Source: an optimization exercise on an open RTL-to-GDS flow (aim: small area and a short achievable clock period). Production flows keep margins and buffers that such runs may drop.
In this exercise RTL edits were held to simulation tests only and were not proved equivalent to the original.

==> job 7510 <==
==> flow/design.v (excerpt) <==
module fp_recip
(
  input  logic        clk,
  input  logic        reset,
  input  logic        in_valid,
  input  logic [31:0] in_word,
  output logic        out_valid,
  output logic [31:0] out_word
);
  logic [7:0] q_in;
  logic [6:0] s_in;    
  always_comb begin
    q_in = 8'd0;
    s_in = 7'd0;
    case (in_word[22:15])
      8'd0: begin q_in = 8'd255; s_in = 7'd0; end
      8'd1: begin q_in = 8'd254; s_in = 7'd1; end
      8'd2: begin q_in = 8'd252; s_in = 7'd4; end
      8'd3: begin q_in = 8'd250; s_in = 7'd9; end
      8'd4: begin q_in = 8'd248; s_in = 7'd16; end
      8'd5: begin q_in = 8'd246; s_in = 7'd25; end
      8'd6: begin q_in = 8'd244; s_in = 7'd36; end
      8'd7: begin q_in = 8'd242; s_in = 7'd49; end
      8'd8: begin q_in = 8'd240; s_in = 7'd64; end
      8'd9: begin q_in = 8'd238; s_in = 7'd81; end
      8'd10: begin q_in = 8'd236; s_in = 7'd100; end
      8'd11: begin q_in = 8'd234; s_in = 7'd121; end
      8'd12: begin q_in = 8'd233; s_in = 7'd4; end
      8'd13: begin q_in = 8'd231; s_in = 7'd28; end
      8'd14: begin q_in = 8'd229; s_in = 7'd54; end
      8'd15: begin q_in = 8'd227; s_in = 7'd82; end
      8'd16: begin q_in = 8'd225; s_in = 7'd112; end
      8'd17: begin q_in = 8'd224; s_in = 7'd0; end
      8'd18: begin q_in = 8'd222; s_in = 7'd33; end
      8'd19: begin q_in = 8'd220; s_in = 7'd68; end
      8'd20: begin q_in = 8'd218; s_in = 7'd105; end
      8'd21: begin q_in = 8'd217; s_in = 7'd124; end
      8'd22: begin q_in = 8'd215; s_in = 7'd36; end
      8'd23: begin q_in = 8'd213; s_in = 7'd78; end
      8'd24: begin q_in = 8'd212; s_in = 7'd100; end
  ...
export LEC_CHECK = 0
export CAP_MARGIN = 20
export CORE_MARGIN = 2
export CORE_UTILIZATION = 60
export SLEW_MARGIN = 20
export SYNTH_HIERARCHICAL = 1
create_clock -name core_clock -period 12.0 [get_ports {clk}]
standard.sh (not shown) runs the stock make flow with config.mk's settings and CLKGATE_MAP_FILE= SYNTH_SCRIPT=/design/flow/synth_recipe.tcl, a recipe that flattens the netlist after the stock synthesis.
==> flow/flow/run.sh <==
#!/bin/bash
export SETUP_SLACK_MARGIN=6.5
bash standard.sh > standard.log 2>&1
status=$?
exit $status
==> job 4445: changes against job 7510 <==
--- a/flow/design.v
+++ b/flow/design.v
@@ -2471,49 +2471,51 @@
   wire ys324 = ~x13[28];
   wire yc324 = x13[28];
   wire ys325 = ~x13[29];
   wire yc325 = x13[29];
   wire ys326 = ~x13[30];
   wire yc326 = x13[30];
   wire [64:0] y_S = {1'b0, yc326, ys326, ys325, ys324, ys323, ys322, ys321, ys320, ys319, ys318, ys317, ys316, ys315, ys314, ys313, ys312, ys311, ys310, ys309, ys308, ys307, ys306, ys305, ys304, ys303, ys302, ys301, ys300, ys299, ys298, ys297, ys296, ys295, ys294, ys293, ys292, ys291, ys290, ys289, ys288, ys287, ys286, ys285, ys284, ys283, ys282, ys281, ys280, ys279, ys278, ys277, ys276, ys275, ys274, ys273, ys272, ys271, ys270, ys269, ys268, ys267, ys266, ys265, ys264};
   wire [64:0] y_C = {1'b0, 1'b0, yc325, yc324, yc323, yc322, yc321, yc320, yc319, yc318, yc317, yc316, yc315, yc314, yc313, yc312, yc311, yc310, yc309, yc308, yc307, yc306, yc305, yc304, yc303, yc302, yc301, yc300, yc299, yc298, yc297, yc296, yc295, yc294, yc293, yc292, yc291, yc290, yc289, yc288, yc287, yc286, yc285, yc284, yc283, yc282, yc281, yc280, yc279, yc278, yc277, yc276, yc275, yc274, yc273, yc272, yc271, yc270, yc269, yc268, yc267, yc266, yc265, yc264, (((yo3[0] & x13[0])) ^ yn3[0])};
-  logic [53:0] ylo;
-  logic [20:0] yl;
-  assign ylo = {1'b0, y_S[52:0]} + {1'b0, y_C[52:0]};
-  assign yl  = ylo[52:32];
+  logic [42:0] ylo;
+  logic [9:0]  yl;
+  assign ylo = {1'b0, y_S[41:0]} + {1'b0, y_C[41:0]};
+  assign yl  = ylo[41:32];
   logic        s4;
   logic [7:0]  eo4;
   logic        sub2_4;
   logic        sub3_4;
-  logic [11:0] yS4;
-  logic [11:0] yC4;
+  logic [22:0] yS4;
+  logic [22:0] yC4;
   logic        ycy4;
-  logic [20:0] yl4;
+  logic [9:0]  yl4;
   always_ff @(posedge clk) begin
     if (reset) out_valid <= 1'b0;
     else       out_valid <= v3;
     s4     <= s3;
     eo4    <= eo3;
     sub2_4 <= sub2_3;
     sub3_4 <= sub3_3;
-    yS4    <= y_S[64:53];
-    yC4    <= y_C[64:53];
-    ycy4   <= ylo[53];
+    yS4    <= y_S[64:42];
+    yC4    <= y_C[64:42];
+    ycy4   <= ylo[42];
     yl4    <= yl;
   end
-  logic [11:0] yh;     
-  logic [32:0] y;
+  logic [22:0] yh;     
   logic [22:0] mo;
-  assign yh = yS4 + yC4 + {11'd0, ycy4};
-  assign y  = {yh, yl4};
+  logic        y9_4;
+  logic        ylsb4;
+  assign y9_4  = yl4[9];
+  assign ylsb4 = yl4[8] & (yl4[7:0] != 8'd0);
+  assign yh = yS4 + yC4 + {22'd0, ycy4};
   always_comb begin
-    if (sub3_4)      mo = y[32:10];
-    else if (sub2_4) mo = y[31:9];
-    else             mo = {y[30:9], y[8] & (y[7:0] != 8'd0)};
+    if (sub3_4)      mo = yh;
+    else if (sub2_4) mo = {yh[21:0], y9_4};
+    else             mo = {yh[20:0], y9_4, ylsb4};
   end
   assign out_word = {s4, eo4, mo};
 endmodule
 module fp_recip_fa
 (
   input  logic a,
   input  logic b,
   input  logic c,
==> flow/run.sh (new file) <==
#!/bin/bash
# synth_recipe.tcl (not shown) runs the flow's synth.tcl, then flattens the netlist and writes it again
# the make line also repeats each setting of config.mk as NAME=value (left out here)
make -C /OpenROAD-flow-scripts/flow DESIGN_CONFIG=/design/flow/config.mk WORK_HOME=/design/flow/orfs CLKGATE_MAP_FILE= SYNTH_SCRIPT=/design/flow/synth_recipe.tcl finish
- SETUP_SLACK_MARGIN: unset -> 5
removed: flow/flow/run.sh
removed: flow/standard.sh
==> qor summary <==
quantity                                                                 job 4445                 job 7510
Synthesized area per cell                                              9.40 sq um               9.33 sq um
Arr. time, crit path                                                      4.28 ns                  6.17 ns
Gp weighted congestion                                                      0.983                     1.00
Highest achievable clock rate                                             150 MHz                  175 MHz
Stages on the worst setup path                                                 12                       20
Routed WL                                                              149,000 um               164,000 um
Combined global-route utilization of all metal layers                       35.2%                    37.7%
Signal buffers                                                                181                      272
Largest net degree at the start of global routing                              91                       87
Non-clock buffer contribution to total cell area                            2.89%                    5.62%
Final sequential cell count                                                   324                      313
Xor/xnor share of the synthesized area                                      11.7%                    11.7%
Simple-gate area share of the yosys netlist                                 9.78%                    9.71%
Layout overhead on the synthesized area                                     5.14%                    11.3%
Final critical delay including setup and external delays                  6.68 ns                  5.71 ns
Crit-path max cell delay                                                  0.67 ns                  0.57 ns
Result of the run                                         complete, no violations  complete, no violations
GR met3 Demand/Resource                                                     5.75%                    9.48%
Sequential-to-total area share from yosys stat                              13.0%                    12.6%

-- what the ideal ports hide --
Ports are ideal in the flow. The routed layouts listed here were re-timed in OpenROAD. Step 1 assumes that a clkbuf_16 drives the clock port and a buf_2 every other input. Step 2 moves the port delays by t, midway between the first and last clock arrival at a register: inputs arrive t later, outputs are due t later. That takes back most of the time a late clock gives input paths. Three values: no drivers, after step 1, after step 2; two values: the first two.
run | t, ns | slack for setup (ns) | worst setup path at the end | cell pins on the clock port's net
job 7510 | 0.641 | 6.292 / 6.292 / 5.959 | input to register | 1
job 4445 | 0.655 | 5.316 / 5.245 / 5.576 | register to register | 1
After both steps setup and hold are still met in every run listed. For job 7510, which loses most, drivers alone change the setup slack by 0.000 ns; drivers and shift together by -0.333 ns.
